This design comes from an exercise in tuning for small area, a short achievable clock period and few clock cycles per item on the open sky130 flow, not from production work. Where RTL was checked, it was by simulation tests only, not by an equivalence proof against the original. Power is estimated from default activity; no workload was simulated.

==> module fp_prefix_add, before the edit <==
module fp_prefix_add #(
    parameter int W = 28
) (
    input  logic [W-1:0] a,
    input  logic [W-1:0] b,
    input  logic         cin,
    output logic [W-1:0] s
);
    localparam int L = $clog2(W);
    logic [W-1:0] p, g, gg, gp;
    assign p = a ^ b;
    assign g = a & b;
    always_comb begin
        gg    = g;
        gp    = p;
        gg[0] = g[0] | (p[0] & cin);
        for (int l = 0; l < L; l++) begin
            for (int i = 0; i < W; i++) begin
                if (i[l]) begin
                    gg[i] = gg[i] | (gp[i] & gg[((i >> l) << l) - 1]);
                    gp[i] = gp[i] & gp[((i >> l) << l) - 1];
                end
            end
        end
    end
    assign s = p ^ {gg[W-2:0], cin};
endmodule
==> module fp_prefix_and, before the edit <==
module fp_prefix_and #(
    parameter int W = 24
) (
    input  logic [W-1:0] a,
    output logic [W-1:0] y
);
    localparam int L = $clog2(W);
    always_comb begin
        y = a;
        for (int l = 0; l < L; l++) begin
            for (int i = 0; i < W; i++) begin
                if (i[l]) begin
                    y[i] = y[i] & y[((i >> l) << l) - 1];
                end
            end
        end
    end
endmodule
==> module fp_add_stage2, before the edit <==
module fp_add_stage2 (
    input  logic [24:0] x,
    input  logic [27:0] y,
    input  logic [7:0]  e,
    input  logic        sub,
    input  logic        s,
    input  logic        inf,
    input  logic        nan,
    output logic [31:0] result
);
    logic [27:0] sum;
    logic        top;              
    logic        rnd_t, rnd_u;     
    logic [24:0] ones;             
    logic [23:0] inc_t, inc_u;     
    logic        cy_t, cy_u;       
    logic [22:0] f_frac;
    logic        f_cy;
    logic [9:0]  f_exp;
    logic        f_ovf, f_unf;
    logic        near;
    logic [4:0]  lz;
    logic [25:0] n_sh;
    logic [9:0]  n_exp;
    fp_prefix_add #(.W(28)) u_add (
        .a   ({x, 3'b000}),
        .b   (y),
        .cin (sub),
        .s   (sum)
    );
    assign top   = sum[27];
    assign rnd_t = sum[3] & (sum[4] | sum[2] | sum[1] | sum[0]);
    assign rnd_u = sum[2] & (sum[3] | sum[1] | sum[0]);
    logic [23:0] ones4;            
    fp_prefix_and #(.W(24)) u_ones (
        .a (sum[27:4]),
        .y (ones4)
    );
    assign ones[0] = sum[3];
    assign ones[24:1] = ones4 & {24{sum[3]}};
    always_comb begin
        inc_t[0] = sum[4] ^ rnd_t;
        inc_u[0] = sum[3] ^ rnd_u;
        for (int k = 1; k < 24; k++) begin
            inc_t[k] = sum[k+4] ^ (rnd_t & ones4[k-1]);
            inc_u[k] = sum[k+3] ^ (rnd_u & ones[k-1]);
        end
    end
    assign cy_t = rnd_t & ones4[23];
    assign cy_u = rnd_u & ones[23];
    assign f_frac = top ? inc_t[22:0] : inc_u[22:0];
    assign f_cy   = top ? cy_t : cy_u;
    logic [9:0] eb0, eb1, eb2;
    logic [2:0] ov, un;
    assign eb0 = {2'b00, e} - {9'd0, sub};
    assign eb1 = eb0 + 10'd1;
    assign eb2 = eb0 + 10'd2;
    assign ov  = {eb2 >= 10'd255, eb1 >= 10'd255, eb0 >= 10'd255};
    assign un  = {eb2 == 10'd0, eb1 == 10'd0, (eb0 == 10'd0) | eb0[9]};
    always_comb begin
        case ({top, f_cy})
            2'b00:   begin f_exp = eb0; f_ovf = ov[0]; f_unf = un[0]; end
            2'b11:   begin f_exp = eb2; f_ovf = ov[2]; f_unf = un[2]; end
            default: begin f_exp = eb1; f_ovf = ov[1]; f_unf = un[1]; end
        endcase
    end
    assign near = ~(sum[27] | sum[26]);
    logic [31:0] lz_in;
    logic [15:0] v1;
    logic [7:0]  v2;
    logic [3:0]  v3;
    logic [1:0]  v4;
    logic [15:0] z1;
    logic [15:0] z2;
    logic [11:0] z3;
    logic [7:0]  z4;
    assign lz_in = {sum[25:0], 6'b111111};
    always_comb begin
        for (int g = 0; g < 16; g++) begin
            v1[g] = lz_in[2*g+1] | lz_in[2*g];
            z1[g] = ~lz_in[2*g+1];
        end
        for (int g = 0; g < 8; g++) begin
            v2[g]          = v1[2*g+1] | v1[2*g];
            z2[2*g+1]      = ~v1[2*g+1];
            z2[2*g]        = v1[2*g+1] ? z1[2*g+1] : z1[2*g];
        end
        for (int g = 0; g < 4; g++) begin
            v3[g]          = v2[2*g+1] | v2[2*g];
            z3[3*g+2]      = ~v2[2*g+1];
            z3[3*g+:2]     = v2[2*g+1] ? z2[4*g+2+:2] : z2[4*g+:2];
        end
        for (int g = 0; g < 2; g++) begin
            v4[g]          = v3[2*g+1] | v3[2*g];
            z4[4*g+3]      = ~v3[2*g+1];
            z4[4*g+:3]     = v3[2*g+1] ? z3[6*g+3+:3] : z3[6*g+:3];
        end
        lz = v4[1] ? {1'b0, z4[7:4]} : {1'b1, z4[3:0]};
    end
    assign n_sh  = sum[25:0] << lz;
    logic [9:0] em2;
    logic       n_unf;
    assign em2   = {2'b00, e} - 10'd2;
    assign n_exp = em2 - {5'd0, lz};
    assign n_unf = em2[9] | ((em2[8:5] == 4'd0) & (em2[4:0] <= lz));
    always_comb begin
        if (nan) begin
            result = 32'hFFFF_FFFF;
        end else if (inf) begin
            result = {s, 8'hFF, 23'd0};
        end else if (near) begin
            if (sum[25:0] == 26'd0) begin
                result = 32'd0;
            end else if (n_unf) begin
                result = {s, 31'd0};
            end else begin
                result = {s, n_exp[7:0], n_sh[24:2]};
            end
        end else if (f_ovf) begin
            result = {s, 8'hFF, 23'd0};
        end else if (f_unf) begin
            result = {s, 31'd0};
        end else begin
            result = {s, f_exp[7:0], f_frac};
        end
    end
endmodule
==> flow/config.mk <==
export PLATFORM = sky130hd
export DESIGN_NAME = fp_add_top
export DESIGN_NICKNAME = fp_add_top
export VERILOG_FILES = /design/flow/design.v
export SDC_FILE = /design/flow/constraint.sdc
export NUM_CORES = 4
export LEC_CHECK = 0
export ABC_AREA = 1
export CAP_MARGIN = 20
export CORE_MARGIN = 2
export CORE_UTILIZATION = 40
export SETUP_SLACK_MARGIN = 1.5
export SLEW_MARGIN = 20
==> flow/constraint.sdc <==
create_clock -name core_clock -period 6.0 [get_ports {sys_clk}]
set_input_delay 1.2000 -clock core_clock [delete_from_list [all_inputs] [get_ports {sys_clk}]]
set_output_delay 1.2000 -clock core_clock [all_outputs]
set_load 0.01 [all_outputs]
standard.sh (not shown) runs the stock make flow with config.mk's settings and CLKGATE_MAP_FILE= SYNTH_SCRIPT=/design/flow/synth_recipe.tcl, a recipe that flattens the netlist after the stock synthesis.
==> flow/flow/run.sh <==
#!/bin/bash
# Standard layout, with plain buffers on the ports instead of the delay
# cells the port buffering picks by default.
set -euo pipefail
bash standard.sh BUFFER_PORTS_ARGS="-buffer_cell sky130_fd_sc_hd__buf_1" finish > standard.log 2>&1
The first run produced a clean layout.
Edit:
--- a/flow/design.v
+++ b/flow/design.v
@@ -1,16 +1,16 @@
 `timescale 1ns/1ps
 module fp_prefix_add #(
-    parameter int W = 28
+    parameter int W = 28,
+    parameter int L = 5            
 ) (
     input  logic [W-1:0] a,
     input  logic [W-1:0] b,
     input  logic         cin,
     output logic [W-1:0] s
 );
-    localparam int L = $clog2(W);
     logic [W-1:0] p, g, gg, gp;
     assign p = a ^ b;
     assign g = a & b;
     always_comb begin
         gg    = g;
         gp    = p;
@@ -24,18 +24,18 @@
             end
         end
     end
     assign s = p ^ {gg[W-2:0], cin};
 endmodule
 module fp_prefix_and #(
-    parameter int W = 24
+    parameter int W = 24,
+    parameter int L = 5            
 ) (
     input  logic [W-1:0] a,
     output logic [W-1:0] y
 );
-    localparam int L = $clog2(W);
     always_comb begin
         y = a;
         for (int l = 0; l < L; l++) begin
             for (int i = 0; i < W; i++) begin
                 if (i[l]) begin
                     y[i] = y[i] & y[((i >> l) << l) - 1];
@@ -209,17 +209,21 @@
             z4[4*g+3]      = ~v3[2*g+1];
             z4[4*g+:3]     = v3[2*g+1] ? z3[6*g+3+:3] : z3[6*g+:3];
         end
         lz = v4[1] ? {1'b0, z4[7:4]} : {1'b1, z4[3:0]};
     end
     assign n_sh  = sum[25:0] << lz;
-    logic [9:0] em2;
-    logic       n_unf;
-    assign em2   = {2'b00, e} - 10'd2;
-    assign n_exp = em2 - {5'd0, lz};
-    assign n_unf = em2[9] | ((em2[8:5] == 4'd0) & (em2[4:0] <= lz));
+    assign n_exp = {2'b00, e} - 10'd2 - {5'd0, lz};
+    logic [25:0] n_win;
+    logic        n_unf;
+    always_comb begin
+        for (int i = 0; i < 26; i++) begin
+            n_win[i] = ({2'b00, e} > 10'(27 - i));
+        end
+    end
+    assign n_unf = ~|(sum[25:0] & n_win);
     always_comb begin
         if (nan) begin
             result = 32'hFFFF_FFFF;
         end else if (inf) begin
             result = {s, 8'hFF, 23'd0};
         end else if (near) begin
Effect: Final area fell by about 3%. Register-to-register slack improved by 0.31 ns. Clock-buffer cell count does not change. Total power fell by 2.4%. Sequential power rose by about 0.8%. Die area fell by 0.35%.
Testbench counts after the change, summed over its fixed seeds: cycles 16,000, items 8,000.
Only the layout flow was run in the first run of this note; the RTL was not checked for function there.

---

fp_add_top, a different RTL version from the one above (not shown whole).
For scale: roughly 1700 cells after synthesis, ~98 flip-flops, ~100 I/O pins.
==> module fp_add_stage1, before the edit <==
module fp_add_stage1 (
    input  logic [31:0] a,
    input  logic [31:0] b,
    input  logic        op,
    output logic [23:0] x,
    output logic [26:0] y,         
    output logic [7:0]  e,
    output logic        sub,
    output logic        s,
    output logic [1:0]  cls,
    output logic        is
);
    logic [7:0]  ea, eb;
    logic [22:0] fa, fb;
    logic        sa, sb;
    logic        za, zb;
    logic [23:0] ma, mb;
    logic        maxa, maxb;
    logic        nan_a, nan_b, inf_a, inf_b;
    logic        a_lt;
    logic        mag_eq;
    logic [8:0]  dab, dba;
    logic [7:0]  shift;
    logic [23:0] small_m;
    assign sa = a[31];
    assign sb = b[31] ^ op;
    assign ea = a[30:23];
    assign eb = b[30:23];
    assign fa = a[22:0];
    assign fb = b[22:0];
    assign za = (ea == 8'd0);
    assign zb = (eb == 8'd0);
    assign ma = za ? 24'd0 : {1'b1, fa};
    assign mb = zb ? 24'd0 : {1'b1, fb};
    assign maxa  = (ea == 8'hFF);
    assign maxb  = (eb == 8'hFF);
    assign nan_a = maxa & (fa != 23'd0);
    assign nan_b = maxb & (fb != 23'd0);
    assign inf_a = maxa & (fa == 23'd0);
    assign inf_b = maxb & (fb == 23'd0);
    assign sub    = sa ^ sb;
    assign a_lt   = {ea, fa} < {eb, fb};
    assign mag_eq = {ea, fa} == {eb, fb};
    always_comb begin
        if (nan_a | nan_b | (inf_a & inf_b & sub)) begin
            cls = 2'd3;
        end else if (inf_a | inf_b) begin
            cls = 2'd2;
        end else if ((za & zb) | (sub & mag_eq)) begin
            cls = 2'd1;
        end else begin
            cls = 2'd0;
        end
    end
    assign is = inf_a ? sa : sb;
    assign dab   = {1'b0, ea} - {1'b0, eb};
    assign dba   = {1'b0, eb} - {1'b0, ea};
    assign shift = dab[8] ? dba[7:0] : dab[7:0];
    assign x       = a_lt ? mb : ma;
    assign small_m = a_lt ? ma : mb;
    assign e       = a_lt ? eb : ea;
    assign s       = a_lt ? sb : sa;
    logic [25:0] y_sh;
    logic [23:0] lost;
    logic        sticky;
    logic        far;
    assign far = shift[7:5] != 3'd0;
    always_comb begin
        for (int j = 0; j < 24; j++) begin
            lost[j] = far | (shift[4:0] > 5'(j + 2));
        end
    end
    assign y_sh   = far ? 26'd0 : ({small_m, 2'b00} >> shift[4:0]);
    assign sticky = |(small_m & lost);
    assign y      = {y_sh, sticky} ^ {27{sub}};
endmodule
==> module fp_add_stage2, before the edit <==
module fp_add_stage2 (
    input  logic [23:0] x,
    input  logic [26:0] y,         
    input  logic [7:0]  e,
    input  logic        sub,
    input  logic        s,
    input  logic [1:0]  cls,
    input  logic        is,
    output logic [31:0] result
);
    logic [27:0] sum;
    logic [22:0] f_frac;
    logic        f_g, f_st, f_rnd;
    logic [9:0]  f_exp;
    logic [30:0] f_inc;
    logic        f_ovf, f_unf;
    logic        near;
    logic [4:0]  lz;
    logic [24:0] n_sh;
    logic [9:0]  n_exp;
    assign sum = {1'b0, x, 3'b000} + {sub, y} + {27'd0, sub};
    always_comb begin
        if (sum[27]) begin
            f_frac = sum[26:4];
            f_g    = sum[3];
            f_st   = |sum[2:0];
            f_exp  = {2'b00, e} + 10'd1;
        end else if (sum[26]) begin
            f_frac = sum[25:3];
            f_g    = sum[2];
            f_st   = |sum[1:0];
            f_exp  = {2'b00, e};
        end else begin
            f_frac = sum[24:2];
            f_g    = sum[1];
            f_st   = sum[0];
            f_exp  = {2'b00, e} - 10'd1;
        end
    end
    assign f_rnd = f_g & (f_st | f_frac[0]);
    assign f_inc = {f_exp[7:0], f_frac} + {30'd0, f_rnd};
    assign f_ovf = ~f_exp[9] & (f_exp[8] | (f_exp[7:0] == 8'hFF) | (f_inc[30:23] == 8'hFF));
    assign f_unf = f_exp[9] | (f_inc[30:23] == 8'd0);
    assign near = ~(sum[27] | sum[26] | sum[25]);
    always_comb begin
        lz = 5'd24;
        for (int i = 0; i <= 24; i++) begin
            if (sum[i]) lz = 5'(24 - i);
        end
    end
    assign n_sh  = sum[24:0] << lz;
    assign n_exp = {2'b00, e} - 10'd2 - {5'd0, lz};
    always_comb begin
        if (cls == 2'd3) begin
            result = 32'hFFFF_FFFF;
        end else if (cls == 2'd2) begin
            result = {is, 8'hFF, 23'd0};
        end else if (cls == 2'd1) begin
            result = 32'd0;
        end else if (near) begin
            if (n_exp[9] | (n_exp[7:0] == 8'd0)) begin
                result = {s, 31'd0};
            end else begin
                result = {s, n_exp[7:0], n_sh[23:1]};
            end
        end else if (f_ovf) begin
            result = {s, 8'hFF, 23'd0};
        end else if (f_unf) begin
            result = {s, 31'd0};
        end else begin
            result = {s, f_inc};
        end
    end
endmodule
Settings: LEC_CHECK=0, CAP_MARGIN=20, CORE_MARGIN=2, CORE_UTILIZATION=40, SLEW_MARGIN=20; clock period 6.0 ns.
run.sh (not shown) runs the stock make flow with config.mk's settings and CLKGATE_MAP_FILE= SYNTH_SCRIPT=/design/flow/synth_recipe.tcl, a recipe that flattens the netlist after the stock synthesis.
Stock flow here: none of the scripts above is used.
Testbench counts at the start, summed over its fixed seeds: cycles 16,000, items 8,000.
Next try:
--- a/flow/design.v
+++ b/flow/design.v
@@ -1,13 +1,13 @@
 `timescale 1ns/1ps
 module fp_add_stage1 (
     input  logic [31:0] a,
     input  logic [31:0] b,
     input  logic        op,
     output logic [23:0] x,
-    output logic [26:0] y,         
+    output logic [26:0] y,
     output logic [7:0]  e,
     output logic        sub,
     output logic        s,
     output logic [1:0]  cls,
     output logic        is
 );
@@ -58,30 +58,26 @@
     assign dba   = {1'b0, eb} - {1'b0, ea};
     assign shift = dab[8] ? dba[7:0] : dab[7:0];
     assign x       = a_lt ? mb : ma;
     assign small_m = a_lt ? ma : mb;
     assign e       = a_lt ? eb : ea;
     assign s       = a_lt ? sb : sa;
-    logic [25:0] y_sh;
-    logic [23:0] lost;
-    logic        sticky;
-    logic        far;
-    assign far = shift[7:5] != 3'd0;
-    always_comb begin
-        for (int j = 0; j < 24; j++) begin
-            lost[j] = far | (shift[4:0] > 5'(j + 2));
-        end
-    end
-    assign y_sh   = far ? 26'd0 : ({small_m, 2'b00} >> shift[4:0]);
-    assign sticky = |(small_m & lost);
-    assign y      = {y_sh, sticky} ^ {27{sub}};
+    always_comb begin
+        logic [49:0] wide;
+        wide = {small_m, 26'd0} >> shift[4:0];
+        if (shift[7:5] != 3'd0) begin
+            y = {26'd0, |small_m};
+        end else begin
+            y = {wide[49:24], |wide[23:0]};
+        end
+    end
 endmodule
 `timescale 1ns/1ps
 module fp_add_stage2 (
     input  logic [23:0] x,
-    input  logic [26:0] y,         
+    input  logic [26:0] y,
     input  logic [7:0]  e,
     input  logic        sub,
     input  logic        s,
     input  logic [1:0]  cls,
     input  logic        is,
     output logic [31:0] result
@@ -93,13 +89,13 @@
     logic [30:0] f_inc;
     logic        f_ovf, f_unf;
     logic        near;
     logic [4:0]  lz;
     logic [24:0] n_sh;
     logic [9:0]  n_exp;
-    assign sum = {1'b0, x, 3'b000} + {sub, y} + {27'd0, sub};
+    assign sum = sub ? ({1'b0, x, 3'b000} - {1'b0, y}) : ({1'b0, x, 3'b000} + {1'b0, y});
     always_comb begin
         if (sum[27]) begin
             f_frac = sum[26:4];
             f_g    = sum[3];
             f_st   = |sum[2:0];
             f_exp  = {2'b00, e} + 10'd1;
Outcome: With this change the flow finished with setup timing left. Routed wire length came out higher by about 20%. First-iteration DRC count came out higher by about 47%. Setup slack degrades by 0.28 ns. Die area came out higher by 10%. Non-clock buffer count came out higher by 162. Final cell count came out higher by 19%. Power came out lower by 17%. Final area came out higher by 22%. Synthesized area came out higher by 11%. Sequential share of layout area came out lower by 2.3 points. Clock-buffer cell count came out higher by 2. Maximum frequency came out lower by 4.6%.
Only the layout flow was run in the second run of this note; the RTL was not checked for function there.

-- afterwards: timing with drivers on the ports --
No port has a modelled driver above. Below, the same layouts with a new extraction and two added sets of constraints. Step 1 (the two cells are an assumption about what drives the block):
set clk [get_ports {sys_clk}]
set_driving_cell -lib_cell sky130_fd_sc_hd__clkbuf_16 $clk
set_driving_cell -lib_cell sky130_fd_sc_hd__buf_2 [delete_from_list [all_inputs] $clk]
Step 2 moves the port delays by t, midway between the first and last clock arrival at a register: inputs arrive t later, outputs are due t later. That takes back most of the time a late clock gives input paths. Three values: no drivers, after step 1, after step 2; two values: the first two.
run | shift t [ns] | setup slack, ns | clock arrival spread, ns | worst slew at a driven data input, ns | cell pins on the clock port's net
the first run of note 1 | 0.409 | 1.338 / 1.338 / 1.285 | 0.013 / 0.013 | 0.04 | 1
the second run of note 1 | 0.407 | 1.644 / 1.644 / 1.338 | 0.016 / 0.015 | 0.05 | 1
the first run of note 2 | 0.419 | 0.211 / 0.243 / -0.176 | 0.019 / 0.019 | 0.04 | 1
the second run of note 2 | 0.422 | -0.066 / -0.066 / -0.066 | 0.014 / 0.015 | 0.04 | 1
Met with ideal ports but missed after step 2: setup timing in the first run of note 2. The setup slack of the first run of note 2, which loses most, moves by +0.032 ns with the drivers and by -0.387 ns with both steps.
